Source: an optimization exercise on an open RTL-to-GDS flow (aim: small area, a short achievable clock period and few clock cycles per item). Production flows keep margins and buffers that such runs may drop.
No functional check of the RTL was part of any run shown here.
Power is estimated from default activity; no workload was simulated.

File: flow/flow/run.sh
#!/bin/bash
# Standard layout, except that the delay cells (clkdlybuf4s*, dlygate*, dlymetal*)
# are don't-use after synthesis, so port buffers, repair and hold fixing use
# plain buffers. Synthesis is the standard one, unchanged.
set -euo pipefail
cd "$(dirname "$0")/.."
bash standard.sh synth > synth.log 2>&1
DU=$(make -s -C "$FLOW_HOME" DESIGN_CONFIG="$PWD/config.mk" WORK_HOME="$PWD/orfs" print-DONT_USE_CELLS 2>/dev/null | sed -n 's/^DONT_USE_CELLS: //p')
EXTRA=""
for c in clkdlybuf4s15_1 clkdlybuf4s15_2 clkdlybuf4s18_1 clkdlybuf4s18_2 clkdlybuf4s25_1 clkdlybuf4s25_2 \
         clkdlybuf4s50_1 clkdlybuf4s50_2 dlygate4sd1_1 dlygate4sd2_1 dlygate4sd3_1 \
         dlymetal6s2s_1 dlymetal6s4s_1 dlymetal6s6s_1; do
  EXTRA="$EXTRA sky130_fd_sc_hd__$c"
done
bash standard.sh "DONT_USE_CELLS=$DU$EXTRA" finish > layout.log 2>&1
File: flow/constraint.sdc
create_clock -name core_clock -period 5.0 [get_ports {clk}]
set_input_delay 1.0000 -clock core_clock [delete_from_list [all_inputs] [get_ports {clk}]]
set_output_delay 1.0000 -clock core_clock [all_outputs]
set_load 0.01 [all_outputs]
File: flow/design.v
package saw_pkg;
  localparam logic [1:0] MODE_RX   = 2'd0;
  localparam logic [1:0] MODE_ENQ  = 2'd1;
  localparam logic [1:0] MODE_TICK = 2'd2;
  localparam logic [1:0] SEND_NONE = 2'd0;
  localparam logic [1:0] SEND_ATOM = 2'd1;
  localparam logic [1:0] SEND_INIT = 2'd2;
  localparam logic CFG_INIT_CHAR  = 1'b0;
  localparam logic CFG_ERROR_CHAR = 1'b1;
  localparam int WORD_W  = 64;
  localparam int COUNT_W = 9;
  localparam logic [2:0] OP_NOP     = 3'd0;
  localparam logic [2:0] OP_RX_INIT = 3'd1;
  localparam logic [2:0] OP_RX_DATA = 3'd2;
  localparam logic [2:0] OP_ENQ     = 3'd3;
  localparam logic [2:0] OP_TICK    = 3'd4;
  typedef logic [2:0] op_kind_t;
  typedef struct packed {
    op_kind_t          kind;
    logic [7:0]        rx_byte;
    logic [WORD_W-1:0] message;
  } op_t;
  typedef struct packed {
    logic [1:0]         send_kind;
    logic [WORD_W-1:0]  atom;
    logic               acked;
    logic               enqueue_accepted;
    logic [COUNT_W-1:0] queue_count;
    logic               link_ready;
  } res_t;
endpackage
module stop_and_wait_echo_ack_sender_core #(
  parameter int MSG_BYTES   = 8,
  parameter int QUEUE_DEPTH = 8
) (
  input  logic        clk,
  input  logic        rst,
  input  logic        in_valid,
  output logic        in_stall,
  input  logic [1:0]  mode,
  input  logic [7:0]  rx_byte,
  input  logic [63:0] message,
  output logic        out_valid,
  input  logic        out_stall,
  output logic [1:0]  send_kind,
  output logic [63:0] atom,
  output logic        acked,
  output logic        enqueue_accepted,
  output logic [8:0]  queue_count,
  output logic        link_ready,
  input  logic        cfg_write,
  input  logic        cfg_index,
  input  logic [7:0]  cfg_data
);
  logic [7:0] init_char;
  logic [7:0] error_char;
  always_ff @(posedge clk) begin
    if (rst) begin
      init_char  <= 8'd0;
      error_char <= 8'd0;
    end else if (cfg_write) begin
      if (cfg_index) error_char <= cfg_data;
      else           init_char  <= cfg_data;
    end
  end
  logic [63:0] q [8];        
  logic [8:0]  fill_oh;      
  logic        pend;         
  logic        link_up;
  logic        ack_ok;       
  logic        have_lead;    
  logic [2:0]  idx;          
  logic [7:0]  lead;         
  logic        mm;           
  logic        mme;          
  logic        a_v;
  logic [1:0]  a_kind;
  logic        a_acked;
  logic        a_enq;
  logic        a_h0;         
  logic        a_h1;         
  logic [1:0]  o_kind;
  logic [63:0] o_atom;
  logic        o_acked;
  logic        o_enq;
  logic [3:0]  o_count;
  logic        o_link;
  logic go, b_adv;
  assign in_stall = out_stall;
  assign go       = in_valid & ~out_stall;
  assign b_adv    = ~(out_valid & out_stall);
  logic is_rx, is_init, rx_init, rx_data, is_enq, is_tick, enq_ok;
  assign is_rx   = (mode == 2'd0);
  assign is_init = (rx_byte == init_char);
  assign rx_init = is_rx & is_init;
  assign rx_data = is_rx & ~is_init & link_up;
  assign is_enq  = (mode == 2'd1);
  assign is_tick = (mode == 2'd2);
  assign enq_ok  = is_enq & ~fill_oh[8];
  logic nonempty, last, byte_ne, match, fin, send, deq;
  logic [7:0] hbyte;
  assign nonempty  = ~fill_oh[0];
  assign last      = have_lead & (idx == 3'd7);
  assign hbyte     = q[0][8*idx +: 8];
  assign byte_ne   = (rx_byte != hbyte);
  assign match     = nonempty & (lead != error_char) & ~mm & ~mme & (rx_byte == q[0][63:56]);
  assign fin       = rx_data & last;
  assign send      = fin ? (match ? ~(fill_oh[0] | fill_oh[1]) : nonempty)
                         : (is_tick & link_up & ack_ok & nonempty);
  assign deq       = go & fin & match;
  logic       pend_next;
  logic [8:0] fill_next;
  logic [7:0] ld;
  logic [6:0] shf;
  logic [7:0] hold;
  logic [6:0] st;            
  assign pend_next = deq;
  assign fill_next = deq ? (fill_oh >> 1) : (go & enq_ok) ? (fill_oh << 1) : fill_oh;
  logic [7:0] free_next;     
  for (genvar i = 0; i < 7; i++) begin : g_free
    assign free_next[i] = |fill_next[i:0];
  end
  assign free_next[7] = |fill_next[7:1];    
  always_ff @(posedge clk) begin
    if (rst) begin
      ld   <= 8'h7f;
      shf  <= 7'h00;
      hold <= 8'h80;
    end else begin
      ld   <= free_next;
      shf  <= ~free_next[6:0] & {7{pend_next}};
      hold <= ~free_next & {1'b1, {7{~pend_next}}};
    end
  end
  for (genvar k = 0; k < 7; k++) begin : g_st
    assign st[k] = fill_oh[0] & (idx == 3'(k));
  end
  logic [6:0] lane_ne;
  logic       mm_enq;
  for (genvar k = 0; k < 7; k++) begin : g_lane
    assign lane_ne[k] = (message[8*k +: 8] != q[7][8*k +: 8]) & (3'(k) < idx);
  end
  assign mm_enq = |lane_ne;
  for (genvar i = 0; i < 7; i++) begin : g_q
    always_ff @(posedge clk) begin
      q[i] <= ({64{shf[i]}} & q[i+1]) | ({64{ld[i]}} & message) | ({64{hold[i]}} & q[i]);
    end
  end
  for (genvar k = 0; k < 8; k++) begin : g_q7
    if (k < 7) begin : g_st_lane
      always_ff @(posedge clk) begin
        q[7][8*k +: 8] <= ({8{ld[7]}} & message[8*k +: 8]) | ({8{st[k]}} & rx_byte)
                        | ({8{hold[7] & ~st[k]}} & q[7][8*k +: 8]);
      end
    end else begin : g_plain_lane
      always_ff @(posedge clk) begin
        q[7][8*k +: 8] <= ({8{ld[7]}} & message[8*k +: 8]) | ({8{hold[7]}} & q[7][8*k +: 8]);
      end
    end
  end
  logic lead_go, body_go, enq0_go;
  assign lead_go = go & rx_data & ~have_lead;
  assign body_go = go & rx_data & have_lead;
  assign enq0_go = go & is_enq & fill_oh[0];
  always_ff @(posedge clk) begin
    if (lead_go) begin
      lead <= rx_byte;
    end
    mm  <= (mm & ~lead_go) | (body_go & nonempty & byte_ne);
    mme <= (mme & ~lead_go & ~enq0_go) | (enq0_go & mm_enq);
  end
  always_ff @(posedge clk) begin
    if (rst) begin
      fill_oh   <= 9'd1;
      pend      <= 1'b0;
      link_up   <= 1'b0;
      ack_ok    <= 1'b0;
      have_lead <= 1'b0;
      idx       <= 3'd0;
    end else begin
      pend    <= pend_next;
      fill_oh <= fill_next;
      if (go & rx_init) begin
        link_up <= 1'b1;
        if (~link_up) ack_ok <= 1'b1;
      end else if (go & fin) begin
        if (send)        ack_ok <= 1'b0;
        else if (match)  ack_ok <= 1'b1;
      end else if (go & send) begin
        ack_ok <= 1'b0;
      end
      if (go & rx_data) begin
        have_lead <= ~last;
        if (have_lead) idx <= idx + 3'd1;
      end
    end
  end
  logic a_show;
  assign a_show = go ? send : (a_h0 | a_h1);
  always_ff @(posedge clk) begin
    if (rst) begin
      a_v <= 1'b0;
    end else if (go) begin
      a_v <= 1'b1;
    end else if (b_adv) begin
      a_v <= 1'b0;
    end
    if (go) begin
      a_kind  <= rx_init ? 2'd2 : send ? 2'd1 : 2'd0;
      a_acked <= fin & match;
      a_enq   <= enq_ok;
    end
    a_h0 <= a_show & ~pend_next;
    a_h1 <= a_show & pend_next;
  end
  logic [3:0] count;
  assign count = {fill_oh[8],
                  fill_oh[7] | fill_oh[6] | fill_oh[5] | fill_oh[4],
                  fill_oh[7] | fill_oh[6] | fill_oh[3] | fill_oh[2],
                  fill_oh[7] | fill_oh[5] | fill_oh[3] | fill_oh[1]};
  always_ff @(posedge clk) begin
    if (rst) begin
      out_valid <= 1'b0;
    end else if (b_adv) begin
      out_valid <= a_v;
    end
    if (b_adv) begin
      o_kind  <= a_kind;
      o_acked <= a_acked;
      o_enq   <= a_enq;
      o_count <= count;
      o_link  <= link_up;
    end
    o_atom <= ({64{b_adv & a_h0}} & q[0]) | ({64{b_adv & a_h1}} & q[1])
            | ({64{~b_adv}} & o_atom);
  end
  assign send_kind        = o_kind;
  assign atom             = o_atom;
  assign acked            = o_acked;
  assign enqueue_accepted = o_enq;
  assign queue_count      = {5'd0, o_count};
  assign link_ready       = o_link;
endmodule
File: flow/config.mk
export PLATFORM = sky130hd
export DESIGN_NAME = stop_and_wait_echo_ack_sender_core
export DESIGN_NICKNAME = stop_and_wait_echo_ack_sender_core
export VERILOG_FILES = /design/flow/design.v
export SDC_FILE = /design/flow/constraint.sdc
export NUM_CORES = 4
export LEC_CHECK = 0
export CAP_MARGIN = 20
export CORE_MARGIN = 2
export CORE_UTILIZATION = 45
export CTS_CLUSTER_DIAMETER = 100
export CTS_CLUSTER_SIZE = 26
export SETUP_SLACK_MARGIN = 2.85
export SLEW_MARGIN = 50
File: flow/standard.sh
#!/bin/bash
# synth_recipe.tcl (not shown) runs the flow's synth.tcl, then flattens the netlist and writes it again
# the make line also repeats each setting of config.mk as NAME=value (left out here)
make -C /OpenROAD-flow-scripts/flow DESIGN_CONFIG=/design/flow/config.mk WORK_HOME=/design/flow/orfs CLKGATE_MAP_FILE= SYNTH_SCRIPT=/design/flow/synth_recipe.tcl "${@:-finish}"
==> qor.csv, run 1 <==
stage,metric,value,unit
outcome,status,finished clean,
hold_path,hold_class,register to register,
drt,num_vias,22000,
clock_network,cts_tree,built,
global_route,grt_pass1_wl,135000,µm
synthesis,synth_warnings,2,
synthesis,async_reset_ff_share,0,%
sta,worstMarginPinSlew,0.723,ns
sta,post-route-period-util,45.5,%
drt,drtIter0Drc,5088,
finish,syn_to_final_growth,9.98,%
critical_path,reg2reg_depth,7,
power,power.density,362,nW/µm²
critical_path,crit_fanout,4,
global_route,grt_pass1_vias,20700,
drt,drt-total-wl,91500,µm
drt,first_pass_iters,13,
sta,fin_crit,2.27,ns
run,drv_cap,0,
critical_path,worstSetupPathType,register to register,
critical_path,crit_path_end_kind,register,
synthesis,synthTopCellsByArea,"dfxtp_1, a222oi_1, inv_1",
synthesis,synth_top_area_share,49.7,%
hold_path,hp-start,a_kind[0],
synthesis,syn_area,25600,µm²
critical_path,r2r_start,idx[0],
synthesis,avgSynthCellArea,9.93,µm²
finish,layout_common_cells,"dfxtp_1, inv_1, a222oi_1, nor2_1, nand2_1",
power,peakVddDrop,0.296,mV
sta,hold_viol_final,0,
critical_path,cp.arrival,2.81,ns
synthesis,synth-seq-area-share,52.2,%
critical_path,cp_cell_sequence,buf_1 -> mux4_2 -> mux2i_1 -> xnor2_1 -> nor4_2 -> a211oi_1 -> o22a_1,
synthesis,ys.flop_type,dfxtp_1,
global_route,track_usage,29.7,%
clock_network,root_buffer,clkbuf_16,
hold_path,whs_path_depth,0,
clock_network,cts_max_level,1,
placed_design,dp_hpwl,55400,µm
die,die_y,242,µm
sta,clock_skew,0.0376,ns
clock_network,cts.sinks,656,
finish,regArea,13500,µm²
global_route,grt_start_max_net_pins,64,
critical_path,slowest_delay,0.52,ns
sta,setup_viol,0,
clock_network,cts-buffers-inserted,29,
sta,max_freq,440,MHz
drt,drc,0,
critical_path,r2r_end,mm,
finish,multi_input_area,9670,µm²
synthesis,synth_edf_count,21,
critical_path,r2r_setup_slack,2.73,ns
finish,nNetsFinal,2642,
sta,rsz0062_at_grt,true,
global_route,antenna_found_initial,1,
finish,drive_above_1_share,14.3,%
critical_path,cp.required,5.54,ns
drt,vias_per_cell,6.64,
die,ioPinCount,168,
synthesis,synthCells,2575,
finish,fill_cells,5162,
clock_network,cts.hold.buffers_added,0,
synthesis,ys_types,70,
placed_design,gp_congestion,0.881,
die,num_rows,87,
drt,ant_nets,0,
power,p_leak,13.1,nW
clock_network,clk_pin_slew,0.11,ns
die,die-area,58700,µm²
synthesis,yosys_register_bits,656,
critical_path,crit_path_top_delay_cell,mux4_2,
sta,max_slew_margin,51.8,%
die,core,56300,µm²
sta,final_max_slew_viol_count,0,
critical_path,critPathLaunchType,register,
synthesis,synth_area_leader_cell,dfxtp_1,
global_route,grt_overflow,0,
drt,wire_per_inst,27.6,µm
clock_network,cts.path.max_buffers,3,
die,start_util,45.4,%
hold_path,hold_end,o_kind[0],
clock_network,clock_latency,0.63,ns
placed_design,numPortBuffers,162,
finish,mostFrequentLayoutCell,dfxtp_1,
sta,whs,0.431,ns
die,die_w,242,µm
sta,setup_tns,0,ns
finish,postLayoutCoreUtil,50.0,%
-- Yosys cell counts (4+ instances only) --
master	n
a21oi_1	20
buf_4	11
nor4_1	13
nor3b_1	4
a222oi_1	448
mux2i_1	22
mux4_2	16
edfxtp_1	21
and3_1	8
a221oi_1	64
nor3_1	7
a221o_1	56
a22o_1	8
ha_1	4
inv_1	459
nand3_1	12
and2_1	5
nand4_1	12
nor2_1	221
buf_1	51
clkbuf_1	225
nor2b_1	4
nand2_1	87
dfxtp_1	635
buf_2	10
xor2_1	39
o21ai_0	4
a211oi_1	4
xnor2_1	50
-- layer usage --
| metal | wire length [µm] | up-vias | GRT usage, % |
|---|---|---|---|
| li1 | - | 9479 | - |
| met1 | 35900 | 10900 | 39.8 |
| met2 | 41300 | 1415 | 46.7 |
| met3 | 9700 | 240 | 4.90 |
| met4 | 4550 | 2 | 13.8 |
| met5 | 42 | - | 0.572 |
-- timing repair --
| item | 4_1_cts | 5_1_grt |
|---|---|---|
| setup endpoints to repair | 165 | 102 |
| gates cloned | 1 | 0 |
| pin swaps | 8 | 12 |
| buffers inserted | 23 | 11 |
| gates resized for setup | 156 | 129 |
-- final cells by class --
class | count | share of cell area (%)
Sequential cell | 656 | 48.1
Clock buffer | 35 | 2.70
Antenna cell | 1 | 0.00890
Clock inverter | 4 | 0.120
Timing Repair Buffer | 239 | 5.19
Tap cell | 756 | 3.36
Inverter | 460 | 6.15
Multi-Input combinational cell | 1164 | 34.4
-- critical path: cells and delay by family (launching register included) --
kind,cells,cell delay (ns)
multiplexers,2,0.76
flip-flops,1,0.41
AND/OR/NAND/NOR,1,0.37
AO/OA/AOI/OAI,2,0.31
buffers and inverters,1,0.18
XOR/XNOR,1,0.14
-- where the power goes --
group          switching (mW)  internal [mW]  total, mW
registers               0.476           5.73       6.21
clock network            1.68           1.08       2.76
logic                   0.643          0.563       1.21
total                    2.79           7.38       10.2
-- kinds of logic after synthesis --
group / Yosys count / synth area share (%)
buf+inv: 760 / 11.5
flops: 656 / 52.2
compound gates: 637 / 24.0
simple gates: 389 / 6.77
xor+xnor: 89 / 3.05
mux: 39 / 2.33
fa+ha+maj: 4 / 0.196
other cells: 1 / 0.0147
-- sequential cells by signal (all words and copies together) (netlist names), 3 cells and up --
name	flops
q	512
o_atom	64
error_char	8
fill_oh	8
hold	8
init_char	8
ld	8
lead	8
shf	7
o_count	4
idx	3
-- how the worst max path moves through the flow --
stage	startpoint	endpoint	slack (ns)	depth (start not counted)
final	idx[0]	mm	2.73	7
after global routing	idx[0]	mm	2.69	7
after CTS	idx[0]	mm	2.68	7
after detailed placement	rx_byte[1]	hold[7]	1.69	7
after global placement	rx_byte[6]	hold[7]	1.67	7
after floorplan	out_stall	hold[7]	2.41	6
-- metrics by stage --
stage / worst slack (ns) / total power [mW] / cells / instance area, µm²
CTS: 2.68 / 10.1 / 3302 / 27700
global route: 2.69 / 10.5 / 3315 / 28100
finish: 2.73 / 10.2 / 3315 / 28100
detailed placement: 1.69 / 7.42 / 3239 / 26400
floorplan: 2.41 / 6.97 / 2579 / 25700
global placement: 1.67 / 7.37 / 3232 / 26200
==> inputs of run 2 (changes only) <==
--- a/flow/config.mk
+++ b/flow/config.mk
@@ -7,8 +7,8 @@
 export LEC_CHECK = 0
 export CAP_MARGIN = 20
 export CORE_MARGIN = 2
-export CORE_UTILIZATION = 45
+export CORE_UTILIZATION = 50
 export CTS_CLUSTER_DIAMETER = 100
 export CTS_CLUSTER_SIZE = 26
-export SETUP_SLACK_MARGIN = 2.85
+export SETUP_SLACK_MARGIN = 2.8
 export SLEW_MARGIN = 50
==> qor.csv, run 2 <==
stage,metric,value,unit
outcome,status,finished clean,
critical_path,crit_path_top_delay_cell,nor4_4,
critical_path,slowest_delay,0.40,ns
critical_path,crit_cells,9,
drt,drt-total-wl,89500,µm
sta,setup_tns,0,ns
sta,fin_crit,2.26,ns
sta,max_slew_margin,48.6,%
finish,layout_common_cells,"dfxtp_1, inv_1, a222oi_1, nor2_1, buf_1",
placed_design,gp_congestion,0.881,
placed_design,dp_hpwl,55600,µm
drt,ant_nets,0,
die,die_w,230,µm
clock_network,clock_latency,0.63,ns
power,peakVddDrop,0.301,mV
finish,syn_to_final_growth,8.10,%
synthesis,avgSynthCellArea,9.93,µm²
sta,final_max_slew_viol_count,0,
finish,regArea,13500,µm²
hold_path,hold_class,register to register,
power,p_leak,12.9,nW
hold_path,whs_path_depth,0,
die,core,50300,µm²
finish,nNetsFinal,2632,
sta,clock_skew,0.0279,ns
sta,max_freq,442,MHz
drt,num_vias,21600,
sta,hold_viol_final,0,
clock_network,cts_max_level,1,
critical_path,startpoint,rx_byte[2],
die,die_y,230,µm
finish,drive_above_1_share,10.6,%
sta,setup_viol,0,
drt,first_pass_iters,13,
clock_network,cts-buffers-inserted,29,
die,num_rows,82,
global_route,track_usage,32.4,%
drt,wire_per_inst,27.8,µm
drt,drtIter0Drc,4821,
critical_path,critPathLaunchType,input port,
synthesis,yosys_register_bits,656,
finish,mostFrequentLayoutCell,dfxtp_1,
critical_path,r2r_setup_slack,2.75,ns
finish,top_register,q,
global_route,grt_start_max_net_pins,73,
die,start_util,50.9,%
global_route,antenna_found_initial,4,
critical_path,cp_cell_sequence,buf_12 -> xor2_4 -> nor4_4 -> and3_4 -> buf_1 -> a31oi_2 -> nor3_4 -> buf_6 -> o2111ai_1,
finish,fill_cells,4525,
clock_network,cts_tree,built,
critical_path,cp.required,5.49,ns
finish,stdcell_area,27600,µm²
run,drv_cap,0,
sta,rsz0062_at_grt,true,
clock_network,cts.sinks,656,
global_route,grt_overflow,0,
global_route,grt_pass1_wl,132000,µm
critical_path,crit_end,ld[6],
drt,vias_per_cell,6.72,
power,power.density,365,nW/µm²
global_route,grt_pass1_vias,20100,
sta,post-route-period-util,45.3,%
synthesis,synthCells,2575,
hold_path,hp-start,a_acked,
critical_path,crit_fanout,6,
synthesis,async_reset_ff_share,0,%
critical_path,reg2reg_depth,8,
die,ioPinCount,168,
synthesis,synthTopCellsByArea,"dfxtp_1, a222oi_1, inv_1",
clock_network,root_buffer,clkbuf_16,
placed_design,dpl_cell_area,26300,µm²
synthesis,synth_top_area_share,49.7,%
critical_path,path_delay_family,simple AND/OR/NAND/NOR gates,
die,die-area,53000,µm²
critical_path,cp.arrival,2.76,ns
critical_path,path_buf_inv,3,
synthesis,synth_edf_count,21,
drt,drc,0,
sta,worstMarginPinSlew,0.771,ns
synthesis,synth_commonest_cells,"dfxtp_1, inv_1, a222oi_1, clkbuf_1, nor2_1",
placed_design,numPortBuffers,162,
clock_network,clk_pin_slew,0.10,ns
clock_network,cts.path.max_buffers,3,
synthesis,synth.most_common_cell,dfxtp_1,
synthesis,ys_types,70,
synthesis,synth_warnings,2,
critical_path,worstSetupPathType,input port to register,
finish,multi_input_area,9570,µm²
synthesis,ys.flop_type,dfxtp_1,
synthesis,syn_area,25600,µm²
critical_path,r2r_end,ld[6],
finish,top_regs,"q x512, o_atom x64",
critical_path,r2r_start,q[0][63],
critical_path,crit_path_end_kind,register,
finish,largest_reg_flops,512,
synthesis,synth-seq-area-share,52.2,%
synthesis,synth_area_leader_cell,dfxtp_1,
[run 2: cell counts after synthesis]
Identical to the previous run, type by type.
[run 2: final cells by class]
cell class                 count  share of cell area, %
sequential                   656                   48.8
multi-input combinational   1164                   34.6
inverter                     460                   6.26
timing repair buffer         229                   4.50
tap                          672                   3.04
clock buffer                  32                   2.67
clock inverter                 4                  0.113
antenna                        3                 0.0272
[run 2: worst min-delay path by stage]
stage,end,slack [ns]
6_report,o_acked,0.43
5_1_grt,o_acked,0.43
4_1_cts,o_acked,0.43
3_5_place_dp,o_acked,0.41
3_3_place_gp,o_acked,0.41
2_1_floorplan,o_acked,0.40
[run 2: logic make-up after synthesis]
logic type | after synthesis | synth area share [%]
AO/OA/AOI/OAI | 637 | 24.0
XOR/XNOR | 89 | 3.05
adder cells (fa/ha/maj) | 4 | 0.196
buffers and inverters | 760 | 11.5
flip-flops | 656 | 52.2
multiplexers | 39 | 2.33
other | 1 | 0.0147
AND/OR/NAND/NOR | 389 | 6.77
[run 2: what timing repair did]
| item | in CTS | in global routing |
|---|---|---|
| hold buffers | 0 | 0 |
| endpoints found under the setup margin | 119 | 53 |
| setup buffers | 14 | 11 |
| pin swaps | 6 | 17 |
| gates resized for setup | 71 | 83 |
| gates cloned | 1 | 1 |
[run 2: power breakdown]
part	total [mW]	switching [mW]	internal (mW)
registers	6.20	0.469	5.73
logic	1.17	0.630	0.536
clock network	2.72	1.66	1.06
total	10.1	2.76	7.32
[run 2: stage by stage]
stage / setup slack [ns] / cells / hold WS (ns) / utilization (%) / power [mW]
2_1_floorplan: 2.41 / 2579 / 0.400 / - / 6.97
3_3_place_gp: 1.60 / 3149 / 0.406 / 51.9 / 7.37
3_5_place_dp: 1.67 / 3154 / 0.405 / 52.3 / 7.41
4_1_cts: 2.74 / 3205 / 0.429 / 54.3 / 10.1
5_1_grt: 2.71 / 3219 / 0.432 / 55.0 / 10.5
6_report: 2.74 / 3220 / 0.430 / 55.0 / 10.1
[run 2: layer usage]
layer / routed length, µm / up-vias / global-route usage, %
met5: 34 / - / 0
met4: 3380 / 4 / 11.5
met3: 9480 / 182 / 4.29
met2: 40500 / 1289 / 51.8
met1: 36100 / 10700 / 45.1
li1: - / 9466 / -
[run 2: worst register-to-register path, stage by stage, from the launching register on]
cell       delay (ns)
dfxtp_2          0.42
xor2_2           0.22
nor4_4           0.40
and3_4           0.33
buf_1            0.16
a31oi_2          0.15
nor3_4           0.21
buf_6            0.15
o2111ai_1        0.10
==> inputs of run 3 (changes only) <==
--- a/flow/config.mk
+++ b/flow/config.mk
@@ -7,7 +7,7 @@
 export LEC_CHECK = 0
 export CAP_MARGIN = 20
 export CORE_MARGIN = 2
-export CORE_UTILIZATION = 50
+export CORE_UTILIZATION = 40
 export CTS_CLUSTER_DIAMETER = 100
 export CTS_CLUSTER_SIZE = 26
 export SETUP_SLACK_MARGIN = 2.8
==> qor.csv, run 3 <==
stage,metric,value,unit
outcome,status,finished clean,
synthesis,synthTopCellsByArea,"dfxtp_1, a222oi_1, inv_1",
global_route,grt_use_met3,4.84,%
finish,layoutNonFillerInstCount,3415,
synthesis,avgSynthCellArea,9.93,µm²
finish,top_register,q,
finish,largest_reg_flops,512,
hold_path,hp-start,a_enq,
clock_network,cts.sinks,656,
sta,max_freq,441,MHz
finish,nNetsFinal,2652,
global_route,grtUsageMet2,40.2,%
clock_network,cts-buffers-inserted,29,
die,die_y,257,µm
global_route,track_usage,25.6,%
finish,mostFrequentLayoutCell,dfxtp_1,
critical_path,cp.required,5.53,ns
global_route,grt_pass1_vias,20500,
clock_network,cts_max_level,1,
global_route,grt_pass1_wl,132000,µm
drt,vias_per_cell,6.39,
synthesis,synth_commonest_cells,"dfxtp_1, inv_1, a222oi_1, clkbuf_1, nor2_1",
finish,top_regs,"q x512, o_atom x64",
placed_design,dpl_cell_area,26500,µm²
sta,hold_viol_final,0,
global_route,antenna_found_initial,5,
drt,drtIter0Drc,4698,
global_route,busiest_layer,met2,
sta,max_slew_margin,49.8,%
die,num_rows,92,
drt,first_pass_iters,13,
placed_design,dp.cells,3327,
synthesis,ys.flop_type,dfxtp_1,
power,p_leak,12.9,nW
critical_path,r2r_start,q[0][59],
drt,ant_nets,0,
synthesis,async_reset_ff_share,0,%
synthesis,ys_types,70,
sta,setup_tns,0,ns
clock_network,cts.hold.buffers_added,0,
placed_design,numPortBuffers,162,
clock_network,cts.path.max_buffers,3,
finish,layout_common_cells,"dfxtp_1, inv_1, a222oi_1, nor2_1, buf_1",
sta,post-route-period-util,45.4,%
sta,fin_crit,2.27,ns
synthesis,synthCells,2575,
drt,drc,0,
global_route,grt_start_max_net_pins,48,
die,ioPinCount,168,
global_route,use_met1,34.9,%
critical_path,critPathLaunchType,input port,
synthesis,synth_top_area_share,49.7,%
clock_network,clock_latency,0.63,ns
sta,layout_setup_ws,2.73,ns
synthesis,synth_warnings,2,
die,die-area,66000,µm²
sta,clock_skew,0.0244,ns
synthesis,syn_area,25600,µm²
critical_path,cp.arrival,2.80,ns
sta,whs,0.433,ns
power,peakVddDrop,0.319,mV
synthesis,synth_area_leader_cell,dfxtp_1,
global_route,grt_overflow,0,
placed_design,place_ws,1.71,ns
clock_network,cts_tree,built,
synthesis,synth_edf_count,21,
die,start_util,40.5,%
die,die_w,257,µm
drt,wire_per_inst,26.1,µm
sta,worstMarginPinSlew,0.754,ns
die,core,63100,µm²
critical_path,crit_fanout,4,
critical_path,crit_path_end_kind,register,
run,drv_cap,0,
sta,final_max_slew_viol_count,0,
drt,num_vias,21800,
power,power.density,360,nW/µm²
clock_network,root_buffer,clkbuf_16,
critical_path,worstSetupPathType,input port to register,
sta,setup_viol,0,
drt,drt-total-wl,89000,µm
critical_path,startpoint,rx_byte[2],
synthesis,synth-seq-area-share,52.2,%
clock_network,clk_pin_slew,0.10,ns
finish,drive_above_1_share,10.9,%
hold_path,hold_class,register to register,
finish,syn_to_final_growth,10.5,%
synthesis,yosys_register_bits,656,
placed_design,dp_hpwl,55500,µm
synthesis,synth.most_common_cell,dfxtp_1,
finish,stdcell_area,28300,µm²
finish,postLayoutCoreUtil,44.8,%
sta,rsz0062_at_grt,true,
placed_design,gp_congestion,0.894,
power,total_power,10.2,mW
run 3: cell types whose count changed in the layout (fill, tap and decap cells not counted), moves of 4 or more:
| cell | previous run | this run |
|---|---|---|
| dfxtp_2 | 24 | 19 |
| dfxtp_1 | 581 | 591 |
| buf_1 | 120 | 137 |
| buf_6 | 9 | 17 |
| buf_2 | 46 | 34 |
| mux2i_1 | 21 | 17 |
| xnor2_2 | 6 | 2 |
| dfxtp_4 | 30 | 25 |
run 3: critical path, cell delays in order:
cell        delay, ns
buf_12           0.11
xor2_4           0.18
nor4_4           0.36
and3_4           0.29
nand4_4          0.14
o21ai_4          0.22
clkinvlp_4       0.19
a221oi_2         0.30
run 3: power by group:
group | leakage [nW] | internal (mW) | switching (mW)
logic | 6.98 | 0.541 | 0.621
registers | 5.56 | 5.73 | 0.488
clock network | 0.395 | 1.13 | 1.68
run 3: cells by family (layout without fill, tap and decap cells):
kind of cell / Yosys count / count (layout) / share of synthesized area, %
compound gates: 637 / 637 / 24.0
xor+xnor: 89 / 89 / 3.05
fa+ha+maj: 4 / 4 / 0.196
buf+inv: 760 / 746 / 11.5
flops: 656 / 656 / 52.2
mux: 39 / 39 / 2.33
other cells: 1 / 7 / 0.0147
simple gates: 389 / 391 / 6.77
run 3: path summary, 6_finish.rpt:
path | to | slack, ns | cells after the start
hold / removal | o_enq | 0.43 | 0
hold reg to reg | o_enq | 0.43 | 0
setup reg to reg | ack_ok | 2.76 | 7
setup / recovery | ack_ok | 2.73 | 8
run 3: final cells by class:
type                            instances  area, µm²
Timing Repair inverter                  1       7.51
Tap cell                              846       1060
Antenna cell                            2       5.00
Sequential cell                       656      13500
Timing Repair Buffer                  247       1410
Multi-Input combinational cell       1165       9780
Inverter                              460       1730
Clock buffer                           35        758
Clock inverter                          3       51.3
Fill cell                            5972      34800
run 3: repair_timing:
action | CTS | global route
endpoints found under the setup margin | 70 | 119
pin swaps | 20 | 30
resized for setup | 90 | 126
setup buffers | 36 | 8
gates cloned | 2 | 1
run 3: metal layers:
layer  part of all wire (%)  wire (µm)  up-vias
li1                       -          -     9498
met1                     40      35700    10800
met2                     45      39900     1328
met3                     11       9950      184
met4                    3.8       3400        6
met5                  0.038         34        -

-- port drivers added, routing unchanged --
No port has a modelled driver above. Below, the same layouts with a new extraction and two added sets of constraints. Step 1 (the two cells are an assumption about what drives the block):
set clk [get_ports {clk}]
set_driving_cell -lib_cell sky130_fd_sc_hd__clkbuf_16 $clk
set_driving_cell -lib_cell sky130_fd_sc_hd__buf_2 [delete_from_list [all_inputs] $clk]
Step 2, shift: input delay + t, output delay - t, t = (earliest + latest rising clock arrival at the registers) / 2. This alone moves slack from input paths to output paths. Slacks: ideal / step 1 / step 2; pairs: ideal / step 1.
run	t (ns)	setup slack, ns	worst setup path at the end
run 1	0.680	2.727 / 2.727 / 2.120	input to register
run 2	0.675	2.736 / 2.745 / 2.073	input to register
run 3	0.673	2.730 / 2.715 / 2.056	input to register
After both steps setup and hold are still met in every run listed. For run 3, which loses most, drivers alone change the setup slack by -0.015 ns; drivers and shift together by -0.674 ns.
